Source: an optimization exercise on an open RTL-to-GDS flow (aim: small area). Production flows keep margins and buffers that such runs may drop. Function was checked by simulation only, so behaviour that the tests miss may differ from the original. Power figures rest on the tool's default switching activity, not on a simulated workload.

==> branch zinc: inputs <==
## arp_rx_cache
module arp_rx_cache
#(
  parameter logic [47:0] local_mac   = 48'h00_0a_35_01_02_03,
  parameter logic [31:0] local_ip    = 32'h10_00_00_80,
  parameter int          CACHE_DEPTH = 8
) (
  input  logic        clk,
  input  logic        rst,
  input  logic        rx_fifo_tvalid,
  output logic        rx_fifo_tready,
  input  logic [7:0]  rx_fifo_tdata,
  input  logic        rx_fifo_tlast,
  input  logic        rx_fifo_tuser,
  output logic        dv_out,
  output logic [47:0] remote_mac,
  output logic [31:0] remote_ip,
  output logic        udp_tvalid,
  input  logic        udp_tready,
  output logic [7:0]  udp_tdata,
  output logic        udp_tlast,
  output logic        udp_tuser,
  input  logic        lookup_req,
  input  logic [31:0] lookup_ip,
  output logic        lookup_valid,
  output logic        lookup_hit,
  output logic [47:0] lookup_mac
);
  logic [1:0]  st_r;
  logic [5:0]  cnt_r;
  logic [7:0]  sr [18];
  logic        ok_r, req_r, commit_r;
  logic        is_hdr, is_arp, is_rep, is_pass;
  logic        rx_acc_s, arp_type_s, byte_ok_s, accept_s, hold_s, sh_lo_s, sh_hi_s;
  logic [31:0] spa_s;
  logic [47:0] sha_s;
  assign is_hdr  = (st_r == arp_rx_cache_pkg::ST_HDR);
  assign is_arp  = (st_r == arp_rx_cache_pkg::ST_ARP);
  assign is_rep  = (st_r == arp_rx_cache_pkg::ST_REPLAY);
  assign is_pass = (st_r == arp_rx_cache_pkg::ST_PASS);
  assign rx_fifo_tready = !rst && (is_hdr || is_arp || (is_pass && udp_tready));
  assign rx_acc_s       = rx_fifo_tvalid && rx_fifo_tready;
  assign udp_tvalid     = is_rep || (is_pass && rx_fifo_tvalid);
  assign udp_tdata      = is_pass ? rx_fifo_tdata : sr[13];
  assign udp_tlast      = is_pass && rx_fifo_tlast;
  assign udp_tuser      = is_pass && rx_fifo_tlast && rx_fifo_tuser;
  assign arp_type_s = (sr[0] == 8'h08) && (rx_fifo_tdata == 8'h06);
  always_comb begin
    case (cnt_r)
      6'd14, 6'd17, 6'd20: byte_ok_s = (rx_fifo_tdata == 8'h00);
  ...
==> module arp_rx_cache_cache, before the edit <==
module arp_rx_cache_cache (
  input  logic        clk,
  input  logic        rst,
  input  logic        wr_en,        
  input  logic [31:0] wr_ip,        
  input  logic [47:0] wr_mac,
  input  logic        srch_clr,     
  input  logic        srch,         
  output logic        wr_hold,      
  input  logic        lookup_req,
  input  logic [31:0] lookup_ip,
  output logic        lookup_valid,
  output logic        lookup_hit,
  output logic [47:0] lookup_mac
);
  logic [31:0] rip  [8];
  logic [47:0] rmac [8];
  logic [7:0]  rv_r;
  logic [2:0]  ph_r, ptr_r, mslot_r, tgt_s, mpos_s;
  logic        match_r, pend_r, land_s, fwd_s, fwd_r, cmp_eq_s;
  logic [31:0] cmp_ip_s;
  logic [7:0]  hit_s, hv_r;
  logic [47:0] hmac_s;
  assign tgt_s   = match_r ? mslot_r : ptr_r;
  assign land_s  = pend_r && (ph_r == tgt_s);
  assign wr_hold = wr_en || (pend_r && !land_s);
  assign mpos_s  = ph_r - 3'd1 - tgt_s;
  assign cmp_ip_s = srch ? rip[7] : lookup_ip;
  assign cmp_eq_s = (wr_ip == cmp_ip_s);
  assign fwd_s    = pend_r && cmp_eq_s;
  always_comb begin
    for (int p = 0; p < 8; p++) begin
      hit_s[p] = rv_r[p] && (rip[p] == lookup_ip) && !(pend_r && (mpos_s == 3'(p)));
    end
  end
  always_comb begin
    hmac_s = fwd_r ? wr_mac : 48'h0;
    for (int p = 0; p < 8; p++) begin
      if (hv_r[p]) begin
        hmac_s = hmac_s | rmac[p];
      end
    end
  end
  assign lookup_hit = (|hv_r) || fwd_r;
  assign lookup_mac = hmac_s;
  always_ff @(posedge clk) begin
    rip[0]  <= land_s ? wr_ip  : rip[7];
    rmac[0] <= land_s ? wr_mac : rmac[7];
    for (int p = 1; p < 8; p++) begin
      rip[p]  <= rip[p-1];
      rmac[p] <= rmac[p-1];
    end
    hv_r  <= {hit_s[6:0], hit_s[7] || (fwd_s && land_s)};
    fwd_r <= fwd_s && !land_s;
    if (srch_clr) begin
      match_r <= 1'b0;
    end else if (srch && rv_r[7] && cmp_eq_s) begin
      match_r <= 1'b1;
      mslot_r <= ph_r;
    end
  end
  always_ff @(posedge clk or posedge rst) begin
    if (rst) begin
      rv_r         <= 8'h0;
      ph_r         <= 3'd0;
      ptr_r        <= 3'd0;
      pend_r       <= 1'b0;
      lookup_valid <= 1'b0;
    end else begin
      rv_r         <= {rv_r[6:0], land_s || rv_r[7]};
      ph_r         <= ph_r + 3'd1;
      pend_r       <= wr_hold;
      lookup_valid <= lookup_req;
      if (land_s && !match_r) begin
        ptr_r <= ptr_r + 3'd1;
      end
    end
  end
endmodule
Settings: LEC_CHECK=0, CAP_MARGIN=20, CORE_MARGIN=2, CORE_UTILIZATION=70, SLEW_MARGIN=20; clock period 8.0 ns.
standard.sh (not shown) runs the stock make flow with config.mk's settings and CLKGATE_MAP_FILE= SYNTH_SCRIPT=/design/flow/synth_recipe.tcl, a recipe that flattens the netlist after the stock synthesis.
==> flow/flow/run.sh <==
#!/bin/bash
# Own layout flow: the standard layout (standard.sh, unchanged synthesis)
# with the smallest buffer on the ports, a clock tree of clkbuf_8 without
# dummy loads, and synthesis's cells set to drive strength 1 after floorplan
# (flow/downsize.tcl); later repairs size up where needed.
# make's full output goes to flow_make.log; each tool's log is under orfs/logs.
set -euo pipefail
cd "$(dirname "$0")/.."
bash standard.sh \
  "BUFFER_PORTS_ARGS=-buffer_cell sky130_fd_sc_hd__buf_1" \
  "CTS_ARGS=-sink_clustering_enable -repair_clock_nets -dont_use_dummy_load -buf_list sky130_fd_sc_hd__clkbuf_8 -sink_clustering_size 20 -sink_clustering_max_diameter 60" \
  REMOVE_ABC_BUFFERS=1 \
  "POST_FLOORPLAN_TCL=$PWD/flow/downsize.tcl" \
  finish > flow_make.log 2>&1
==> flow/flow/downsize.tcl <==
# Hook run after floorplan (POST_FLOORPLAN_TCL): give every cell the drive
# strength _1 of its own cell family when that is smaller. Placement's
# repair_design and the later timing repairs size up again where slew,
# capacitance or timing need it. Registers keep their cell type.
set db [ord::get_db]
set block [ord::get_db_block]
set n 0
foreach inst [$block getInsts] {
  set master [$inst getMaster]
  set name [$master getName]
  if {![regexp {^(sky130_fd_sc_hd__[a-z0-9]+)_([0-9]+)$} $name -> base drive]} { continue }
  if {$drive <= 1} { continue }
  set small [$db findMaster ${base}_1]
  if {$small eq "NULL" || $small eq ""} { continue }
  set skip 0
  foreach pat $::env(DONT_USE_CELLS) {
    if {[string match $pat ${base}_1]} { set skip 1 }
  }
  if {$skip} { continue }
  if {[expr {[$small getWidth] * [$small getHeight]}] >= [expr {[$master getWidth] * [$master getHeight]}]} { continue }
  if {[$inst swapMaster $small]} { incr n }
}
puts "downsize.tcl: $n cells set to drive strength 1"
==> branch maple: changes against branch zinc <==
--- a/flow/design.v
+++ b/flow/design.v
@@ -24,6 +24,5 @@
   logic [7:0]  rv_r;
   logic [2:0]  ph_r, ptr_r, mslot_r, tgt_s, mpos_s;
-  logic        match_r, pend_r, land_s, fwd_s, fwd_r, cmp_eq_s;
-  logic [31:0] cmp_ip_s;
+  logic        match_r, pend_r, land_s, fwd_s, fwd_r;
   logic [7:0]  hit_s, hv_r;
   logic [47:0] hmac_s;
@@ -32,7 +31,5 @@
   assign wr_hold = wr_en || (pend_r && !land_s);
   assign mpos_s  = ph_r - 3'd1 - tgt_s;
-  assign cmp_ip_s = srch ? rip[7] : lookup_ip;
-  assign cmp_eq_s = (wr_ip == cmp_ip_s);
-  assign fwd_s    = pend_r && cmp_eq_s;
+  assign fwd_s   = pend_r && (wr_ip == lookup_ip);
   always_comb begin
     for (int p = 0; p < 8; p++) begin
@@ -61,5 +58,5 @@
     if (srch_clr) begin
       match_r <= 1'b0;
-    end else if (srch && rv_r[7] && cmp_eq_s) begin
+    end else if (srch && rv_r[7] && (rip[7] == wr_ip)) begin
       match_r <= 1'b1;
       mslot_r <= ph_r;
==> flow/run.sh (new file) <==
#!/bin/bash
# synth_recipe.tcl (not shown) runs the flow's synth.tcl, then flattens the netlist and writes it again
# the make line also repeats each setting of config.mk as NAME=value (left out here)
make -C /OpenROAD-flow-scripts/flow DESIGN_CONFIG=/design/flow/config.mk WORK_HOME=/design/flow/orfs CLKGATE_MAP_FILE= SYNTH_SCRIPT=/design/flow/synth_recipe.tcl finish
--- a/flow/config.mk
+++ b/flow/config.mk
@@ -8,4 +8,6 @@
 export CAP_MARGIN = 20
 export CORE_MARGIN = 2
-export CORE_UTILIZATION = 70
+export CORE_UTILIZATION = 60
+export CTS_BUF_LIST = sky130_fd_sc_hd__clkbuf_4 sky130_fd_sc_hd__clkbuf_8
+export CTS_CLUSTER_SIZE = 20
 export SLEW_MARGIN = 20
removed: flow/flow/run.sh
removed: flow/flow/downsize.tcl
removed: flow/standard.sh
==> branch fjord: changes against branch zinc <==
--- a/flow/design.v
+++ b/flow/design.v
@@ -24,6 +24,5 @@
   logic [7:0]  rv_r;
   logic [2:0]  ph_r, ptr_r, mslot_r, tgt_s, mpos_s;
-  logic        match_r, pend_r, land_s, fwd_s, fwd_r, cmp_eq_s;
-  logic [31:0] cmp_ip_s;
+  logic        match_r, pend_r, land_s, fwd_s, fwd_r;
   logic [7:0]  hit_s, hv_r;
   logic [47:0] hmac_s;
@@ -32,7 +31,5 @@
   assign wr_hold = wr_en || (pend_r && !land_s);
   assign mpos_s  = ph_r - 3'd1 - tgt_s;
-  assign cmp_ip_s = srch ? rip[7] : lookup_ip;
-  assign cmp_eq_s = (wr_ip == cmp_ip_s);
-  assign fwd_s    = pend_r && cmp_eq_s;
+  assign fwd_s   = pend_r && (wr_ip == lookup_ip);
   always_comb begin
     for (int p = 0; p < 8; p++) begin
@@ -61,5 +58,5 @@
     if (srch_clr) begin
       match_r <= 1'b0;
-    end else if (srch && rv_r[7] && cmp_eq_s) begin
+    end else if (srch && rv_r[7] && (rip[7] == wr_ip)) begin
       match_r <= 1'b1;
       mslot_r <= ph_r;
==> flow/flow/run.sh (replaced) <==
#!/bin/bash
# Own layout flow: the standard layout (standard.sh, unchanged synthesis)
# with the smallest buffer on the ports, a clock tree of clkbuf_8 without
# dummy loads.
# make's full output goes to flow_make.log; each tool's log is under orfs/logs.
set -euo pipefail
cd "$(dirname "$0")/.."
bash standard.sh \
  "BUFFER_PORTS_ARGS=-buffer_cell sky130_fd_sc_hd__buf_1" \
  "CTS_ARGS=-sink_clustering_enable -repair_clock_nets -dont_use_dummy_load -buf_list sky130_fd_sc_hd__clkbuf_8 -sink_clustering_size 16 -sink_clustering_max_diameter 60" \
  finish > flow_make.log 2>&1
--- a/flow/config.mk
+++ b/flow/config.mk
@@ -8,4 +8,4 @@
 export CAP_MARGIN = 20
 export CORE_MARGIN = 2
-export CORE_UTILIZATION = 70
+export CORE_UTILIZATION = 40
 export SLEW_MARGIN = 20
removed: flow/flow/downsize.tcl
==> summary of the runs <==
First-iteration DRC count, lowest first: branch fjord, branch maple, branch zinc. Global-route usage, highest first: branch zinc, branch maple, branch fjord. In flip-flop and latch count, branch zinc and branch fjord do not differ. Between branch maple and branch zinc, the lower synthesized cell count is in branch zinc (gap about 0.26%, measured against branch zinc). Of branch fjord and branch maple, branch maple has the higher total power (gap 19%, measured against branch maple). Branch zinc went through all stages and came out clean. Branch fjord produced a clean layout. Branch maple passed the timing, DRC and antenna checks.

==> run P: inputs <==
==> flow/design.v <==
package arp_rx_cache_pkg;
  localparam logic [1:0] ST_HDR    = 2'd0;
  localparam logic [1:0] ST_ARP    = 2'd1;
  localparam logic [1:0] ST_REPLAY = 2'd2;
  localparam logic [1:0] ST_PASS   = 2'd3;
endpackage
module arp_rx_cache_cache (
  input  logic        clk,
  input  logic        rst,
  input  logic        wr_en,        
  input  logic [31:0] wr_ip,        
  input  logic [47:0] wr_mac,
  input  logic        srch_clr,     
  input  logic        srch,         
  output logic        wr_hold,      
  input  logic        lookup_req,
  input  logic [31:0] lookup_ip,
  output logic        lookup_valid,
  output logic        lookup_hit,
  output logic [47:0] lookup_mac
);
  logic [31:0] rip  [8];
  logic [47:0] rmac [8];
  logic [7:0]  rv_r;
  logic [2:0]  ph_r, ptr_r, mslot_r, tgt_s, mpos_s;
  logic        match_r, pend_r, land_s, fwd_s, fwd_r, cmp_eq_s;
  logic [31:0] cmp_ip_s;
  logic [7:0]  hit_s, hv_r;
  logic [47:0] hmac_s;
  assign tgt_s   = match_r ? mslot_r : ptr_r;
  assign land_s  = pend_r && (ph_r == tgt_s);
  assign wr_hold = wr_en || (pend_r && !land_s);
  assign mpos_s  = ph_r - 3'd1 - tgt_s;
  assign cmp_ip_s = srch ? rip[7] : lookup_ip;
  assign cmp_eq_s = (wr_ip == cmp_ip_s);
  assign fwd_s    = pend_r && cmp_eq_s;
  always_comb begin
    for (int p = 0; p < 8; p++) begin
      hit_s[p] = rv_r[p] && (rip[p] == lookup_ip) && !(pend_r && (mpos_s == 3'(p)));
    end
  end
  always_comb begin
    hmac_s = fwd_r ? wr_mac : 48'h0;
    for (int p = 0; p < 8; p++) begin
      if (hv_r[p]) begin
        hmac_s = hmac_s | rmac[p];
      end
    end
  end
  assign lookup_hit = (|hv_r) || fwd_r;
  assign lookup_mac = hmac_s;
  always_ff @(posedge clk) begin
    rip[0]  <= land_s ? wr_ip  : rip[7];
    rmac[0] <= land_s ? wr_mac : rmac[7];
    for (int p = 1; p < 8; p++) begin
      rip[p]  <= rip[p-1];
      rmac[p] <= rmac[p-1];
    end
    hv_r  <= {hit_s[6:0], hit_s[7] || (fwd_s && land_s)};
    fwd_r <= fwd_s && !land_s;
    if (srch_clr) begin
      match_r <= 1'b0;
    end else if (srch && rv_r[7] && cmp_eq_s) begin
      match_r <= 1'b1;
      mslot_r <= ph_r;
    end
  end
  always_ff @(posedge clk or posedge rst) begin
    if (rst) begin
      rv_r         <= 8'h0;
      ph_r         <= 3'd0;
      ptr_r        <= 3'd0;
      pend_r       <= 1'b0;
      lookup_valid <= 1'b0;
    end else begin
      rv_r         <= {rv_r[6:0], land_s || rv_r[7]};
      ph_r         <= ph_r + 3'd1;
      pend_r       <= wr_hold;
      lookup_valid <= lookup_req;
      if (land_s && !match_r) begin
        ptr_r <= ptr_r + 3'd1;
      end
    end
  end
endmodule
module arp_rx_cache
#(
  parameter logic [47:0] local_mac   = 48'h00_0a_35_01_02_03,
  parameter logic [31:0] local_ip    = 32'h10_00_00_80,
  parameter int          CACHE_DEPTH = 8
) (
  input  logic        clk,
  input  logic        rst,
  input  logic        rx_fifo_tvalid,
  output logic        rx_fifo_tready,
  input  logic [7:0]  rx_fifo_tdata,
  input  logic        rx_fifo_tlast,
  input  logic        rx_fifo_tuser,
  output logic        dv_out,
  output logic [47:0] remote_mac,
  output logic [31:0] remote_ip,
  output logic        udp_tvalid,
  input  logic        udp_tready,
  output logic [7:0]  udp_tdata,
  output logic        udp_tlast,
  output logic        udp_tuser,
  input  logic        lookup_req,
  input  logic [31:0] lookup_ip,
  output logic        lookup_valid,
  output logic        lookup_hit,
  output logic [47:0] lookup_mac
);
  logic [1:0]  st_r;
  logic [5:0]  cnt_r;
  logic [7:0]  sr [18];
  logic        ok_r, req_r, commit_r;
  logic        is_hdr, is_arp, is_rep, is_pass;
  logic        rx_acc_s, arp_type_s, byte_ok_s, accept_s, hold_s, sh_lo_s, sh_hi_s;
  logic [31:0] spa_s;
  logic [47:0] sha_s;
  assign is_hdr  = (st_r == arp_rx_cache_pkg::ST_HDR);
  assign is_arp  = (st_r == arp_rx_cache_pkg::ST_ARP);
  assign is_rep  = (st_r == arp_rx_cache_pkg::ST_REPLAY);
  assign is_pass = (st_r == arp_rx_cache_pkg::ST_PASS);
  assign rx_fifo_tready = !rst && (is_hdr || is_arp || (is_pass && udp_tready));
  assign rx_acc_s       = rx_fifo_tvalid && rx_fifo_tready;
  assign udp_tvalid     = is_rep || (is_pass && rx_fifo_tvalid);
  assign udp_tdata      = is_pass ? rx_fifo_tdata : sr[13];
  assign udp_tlast      = is_pass && rx_fifo_tlast;
  assign udp_tuser      = is_pass && rx_fifo_tlast && rx_fifo_tuser;
  assign arp_type_s = (sr[0] == 8'h08) && (rx_fifo_tdata == 8'h06);
  always_comb begin
    case (cnt_r)
      6'd14, 6'd17, 6'd20: byte_ok_s = (rx_fifo_tdata == 8'h00);
      6'd15: byte_ok_s = (rx_fifo_tdata == 8'h01);
      6'd16: byte_ok_s = (rx_fifo_tdata == 8'h08);
      6'd18: byte_ok_s = (rx_fifo_tdata == 8'h06);
      6'd19: byte_ok_s = (rx_fifo_tdata == 8'h04);
      6'd21: byte_ok_s = (rx_fifo_tdata == 8'h01) || (rx_fifo_tdata == 8'h02);
      6'd38: byte_ok_s = (rx_fifo_tdata == local_ip[31:24]);
      6'd39: byte_ok_s = (rx_fifo_tdata == local_ip[23:16]);
      6'd40: byte_ok_s = (rx_fifo_tdata == local_ip[15:8]);
      6'd41: byte_ok_s = (rx_fifo_tdata == local_ip[7:0]);
      default: byte_ok_s = 1'b1;
    endcase
  end
  assign accept_s = rx_acc_s && is_arp && rx_fifo_tlast && !rx_fifo_tuser &&
                    (cnt_r >= 6'd41) && ok_r && byte_ok_s;
  assign spa_s      = {sr[11], sr[10], sr[9], sr[8]};
  assign sha_s      = {sr[17], sr[16], sr[15], sr[14], sr[13], sr[12]};
  assign remote_ip  = spa_s;
  assign remote_mac = sha_s;
  assign sh_lo_s = is_rep ? udp_tready : rx_acc_s;
  assign sh_hi_s = is_rep ? udp_tready :
                   is_arp ? (rx_acc_s && (cnt_r >= 6'd22) && (cnt_r <= 6'd31)) :
                   (rx_acc_s && !hold_s);
  always_ff @(posedge clk) begin
    if (sh_lo_s) begin
      sr[0] <= rx_fifo_tdata;
      for (int i = 1; i < 8; i++) sr[i] <= sr[i-1];
    end
    if (sh_hi_s) begin
      sr[8] <= is_arp ? rx_fifo_tdata : sr[7];
      for (int i = 9; i < 18; i++) sr[i] <= sr[i-1];
    end
    if (is_arp && rx_acc_s) begin
      ok_r <= ((cnt_r == 6'd14) || ok_r) && byte_ok_s;
      if (cnt_r == 6'd21) req_r <= (rx_fifo_tdata == 8'h01);
    end
  end
  always_ff @(posedge clk or posedge rst) begin
    if (rst) begin
      st_r     <= arp_rx_cache_pkg::ST_HDR;
      cnt_r    <= 6'd0;
      commit_r <= 1'b0;
      dv_out   <= 1'b0;
    end else begin
      commit_r <= accept_s;
      dv_out   <= accept_s && req_r;
      case (st_r)
        arp_rx_cache_pkg::ST_HDR: begin
          if (rx_acc_s) begin
            if (rx_fifo_tlast) begin
              cnt_r <= 6'd0;
            end else if (cnt_r == 6'd13) begin
              cnt_r <= arp_type_s ? 6'd14 : 6'd0;
              st_r  <= arp_type_s ? arp_rx_cache_pkg::ST_ARP : arp_rx_cache_pkg::ST_REPLAY;
            end else begin
              cnt_r <= cnt_r + 6'd1;
            end
          end
        end
        arp_rx_cache_pkg::ST_REPLAY: begin
          if (udp_tready) begin
            if (cnt_r == 6'd13) begin
              cnt_r <= 6'd0;
              st_r  <= arp_rx_cache_pkg::ST_PASS;
            end else begin
              cnt_r <= cnt_r + 6'd1;
            end
          end
        end
        arp_rx_cache_pkg::ST_ARP: begin
          if (rx_acc_s) begin
            if (rx_fifo_tlast) begin
              cnt_r <= 6'd0;
              st_r  <= arp_rx_cache_pkg::ST_HDR;
            end else if (cnt_r <= 6'd41) begin
              cnt_r <= cnt_r + 6'd1;
            end
          end
        end
        default: begin
          if (rx_acc_s && rx_fifo_tlast) begin
            st_r <= arp_rx_cache_pkg::ST_HDR;
          end
        end
      endcase
    end
  end
  arp_rx_cache_cache u_cache (
    .clk          (clk),
    .rst          (rst),
    .wr_en        (commit_r && (spa_s != 32'h0)),
    .wr_ip        (spa_s),
    .wr_mac       (sha_s),
    .srch_clr     (is_arp && (cnt_r < 6'd32)),
    .srch         (is_arp),
    .wr_hold      (hold_s),
    .lookup_req   (lookup_req),
    .lookup_ip    (lookup_ip),
    .lookup_valid (lookup_valid),
    .lookup_hit   (lookup_hit),
    .lookup_mac   (lookup_mac)
  );
endmodule
==> flow/flow/run.sh <==
#!/bin/bash
# Own layout flow: the standard layout (standard.sh, unchanged synthesis)
# with the smallest buffer on the ports, a clock tree of clkbuf_8 without
# dummy loads, and synthesis's cells set to drive strength 1 after floorplan
# (flow/downsize.tcl); later repairs size up where needed.
# make's full output goes to flow_make.log; each tool's log is under orfs/logs.
set -euo pipefail
cd "$(dirname "$0")/.."
bash standard.sh \
  "BUFFER_PORTS_ARGS=-buffer_cell sky130_fd_sc_hd__buf_1" \
  "CTS_ARGS=-sink_clustering_enable -repair_clock_nets -dont_use_dummy_load -buf_list sky130_fd_sc_hd__clkbuf_8 -sink_clustering_size 16 -sink_clustering_max_diameter 60" \
  REMOVE_ABC_BUFFERS=1 \
  "POST_FLOORPLAN_TCL=$PWD/flow/downsize.tcl" \
  finish > flow_make.log 2>&1
==> flow/flow/downsize.tcl <==
# Hook run after floorplan (POST_FLOORPLAN_TCL): give every cell the drive
# strength _1 of its own cell family when that is smaller. Placement's
# repair_design and the later timing repairs size up again where slew,
# capacitance or timing need it. Registers keep their cell type.
set db [ord::get_db]
set block [ord::get_db_block]
set n 0
foreach inst [$block getInsts] {
  set master [$inst getMaster]
  set name [$master getName]
  if {![regexp {^(sky130_fd_sc_hd__[a-z0-9]+)_([0-9]+)$} $name -> base drive]} { continue }
  if {$drive <= 1} { continue }
  set small [$db findMaster ${base}_1]
  if {$small eq "NULL" || $small eq ""} { continue }
  set skip 0
  foreach pat $::env(DONT_USE_CELLS) {
    if {[string match $pat ${base}_1]} { set skip 1 }
  }
  if {$skip} { continue }
  if {[expr {[$small getWidth] * [$small getHeight]}] >= [expr {[$master getWidth] * [$master getHeight]}]} { continue }
  if {[$inst swapMaster $small]} { incr n }
}
puts "downsize.tcl: $n cells set to drive strength 1"
==> flow/standard.sh <==
#!/bin/bash
# synth_recipe.tcl (not shown) runs the flow's synth.tcl, then flattens the netlist and writes it again
# the make line also repeats each setting of config.mk as NAME=value (left out here)
make -C /OpenROAD-flow-scripts/flow DESIGN_CONFIG=/design/flow/config.mk WORK_HOME=/design/flow/orfs CLKGATE_MAP_FILE= SYNTH_SCRIPT=/design/flow/synth_recipe.tcl "${@:-finish}"
==> flow/config.mk <==
export PLATFORM = sky130hd
export DESIGN_NAME = arp_rx_cache
export DESIGN_NICKNAME = arp_rx_cache
export VERILOG_FILES = /design/flow/design.v
export SDC_FILE = /design/flow/constraint.sdc
export NUM_CORES = 4
export LEC_CHECK = 0
export CAP_MARGIN = 20
export CORE_MARGIN = 2
export CORE_UTILIZATION = 80
export SLEW_MARGIN = 20
==> flow/constraint.sdc <==
create_clock -name core_clock -period 8.0 [get_ports {clk}]
set_input_delay 1.6000 -clock core_clock [delete_from_list [all_inputs] [get_ports {clk}]]
set_output_delay 1.6000 -clock core_clock [all_outputs]
set_load 0.01 [all_outputs]
==> run E (differences from run P) <==
CORE_UTILIZATION = 55   (was 80)
==> run R (differences from run P) <==
--- a/flow/design.v
+++ b/flow/design.v
@@ -24,6 +24,5 @@
   logic [7:0]  rv_r;
   logic [2:0]  ph_r, ptr_r, mslot_r, tgt_s, mpos_s;
-  logic        match_r, pend_r, land_s, fwd_s, fwd_r, cmp_eq_s;
-  logic [31:0] cmp_ip_s;
+  logic        match_r, pend_r, land_s, fwd_s, fwd_r;
   logic [7:0]  hit_s, hv_r;
   logic [47:0] hmac_s;
@@ -32,7 +31,5 @@
   assign wr_hold = wr_en || (pend_r && !land_s);
   assign mpos_s  = ph_r - 3'd1 - tgt_s;
-  assign cmp_ip_s = srch ? rip[7] : lookup_ip;
-  assign cmp_eq_s = (wr_ip == cmp_ip_s);
-  assign fwd_s    = pend_r && cmp_eq_s;
+  assign fwd_s   = pend_r && (wr_ip == lookup_ip);
   always_comb begin
     for (int p = 0; p < 8; p++) begin
@@ -61,5 +58,5 @@
     if (srch_clr) begin
       match_r <= 1'b0;
-    end else if (srch && rv_r[7] && cmp_eq_s) begin
+    end else if (srch && rv_r[7] && (rip[7] == wr_ip)) begin
       match_r <= 1'b1;
       mslot_r <= ph_r;
==> flow/flow/run.sh (replaced) <==
#!/bin/bash
# Own layout flow: the standard layout (standard.sh, unchanged synthesis)
# with the smallest buffer on the ports, a clock tree of clkbuf_8 without
# dummy loads, and power recovery (downsizing of gates off the critical paths).
# make's full output goes to flow_make.log; each tool's log is under orfs/logs.
set -euo pipefail
cd "$(dirname "$0")/.."
bash standard.sh \
  "BUFFER_PORTS_ARGS=-buffer_cell sky130_fd_sc_hd__buf_1" \
  "CTS_ARGS=-sink_clustering_enable -repair_clock_nets -dont_use_dummy_load -buf_list sky130_fd_sc_hd__clkbuf_8 -sink_clustering_size 16 -sink_clustering_max_diameter 60" \
  RECOVER_POWER=100 \
  finish > flow_make.log 2>&1
CORE_UTILIZATION = 40   (was 80)
removed: flow/flow/downsize.tcl
==> run F (differences from run P) <==
CORE_UTILIZATION = 70   (was 80)
==> metrics.yaml <==
post-route-util: 0.5978
min-delay-start: "u_cache.rmac[1][14]$_DFF_P_"
status: "finished clean"
drive_gt1_frac: 0.09117
critPathRequiredTime_ns: 8.31
The numbers above come from run E.

==> metrics.yaml <==
cap_violations: 5
post-route-util: 0.4377
drive_gt1_frac: 0.05673
so.violations: "max-capacitance violations, max-slew violations"
status: "failed layout checks"
min-delay-start: "u_cache.rmac[5][45]$_DFF_P_"
finalMaxSlewViolations: 214
critPathRequiredTime_ns: 8.50
The numbers above come from run R.

==> metrics.yaml <==
drive_gt1_frac: 0.09029
min-delay-start: "u_cache.rip[0][14]$_DFF_P_"
critPathRequiredTime_ns: 8.24
status: "finished clean"
post-route-util: 0.8663
The numbers above come from run P.

==> metrics.yaml <==
dieArea_mm2: 0.03931
critPathRequiredTime_ns: 8.27
wl_met3_mm: 4.768
status: "finished clean"
finalWorstSetupSlack_ns: 3.787
ff2ff_setup_slack_ns: 3.79
The numbers above come from run F.

[re-timing with driven ports]
The flow's constraints put no driver on any port. The routed layouts listed below were extracted and timed again, unchanged, in two steps. Step 1 sets driving cells, clkbuf_16 on the clock port and buf_2 on the other inputs (assumed; they add their load-dependent delay and slew). Step 2, shift: input delay + t, output delay - t, t = (earliest + latest rising clock arrival at the registers) / 2. This alone moves slack from input paths to output paths. Slacks: ideal / step 1 / step 2; pairs: ideal / step 1.
| run | t, ns | setup WS [ns] | worst setup path after step 2 | latest minus earliest clock arrival (ns) |
|---|---|---|---|---|
| branch zinc | 0.690 | 3.786 / 3.786 / 3.587 | input to register | 0.091 / 0.091 |
| branch maple | 0.766 | 3.384 / 3.353 / 3.353 | input to output | 0.064 / 0.064 |
| branch fjord | 0.690 | 3.947 / 3.891 / 3.933 | input to output | 0.111 / 0.111 |
| run P | 0.657 | 3.894 / 3.894 / 3.650 | input to register | 0.128 / 0.127 |
| run E | 0.731 | 3.631 / 3.631 / 3.557 | input to register | 0.091 / 0.090 |
| run R | 0.689 | 2.418 / 2.418 / 2.418 | register to register | 0.107 / 0.107 |
| run F | 0.715 | 3.787 / 3.787 / 3.560 | input to register | 0.078 / 0.078 |
The setup slack of run P, which loses most, moves by 0.000 ns with the drivers and by -0.244 ns with both steps.
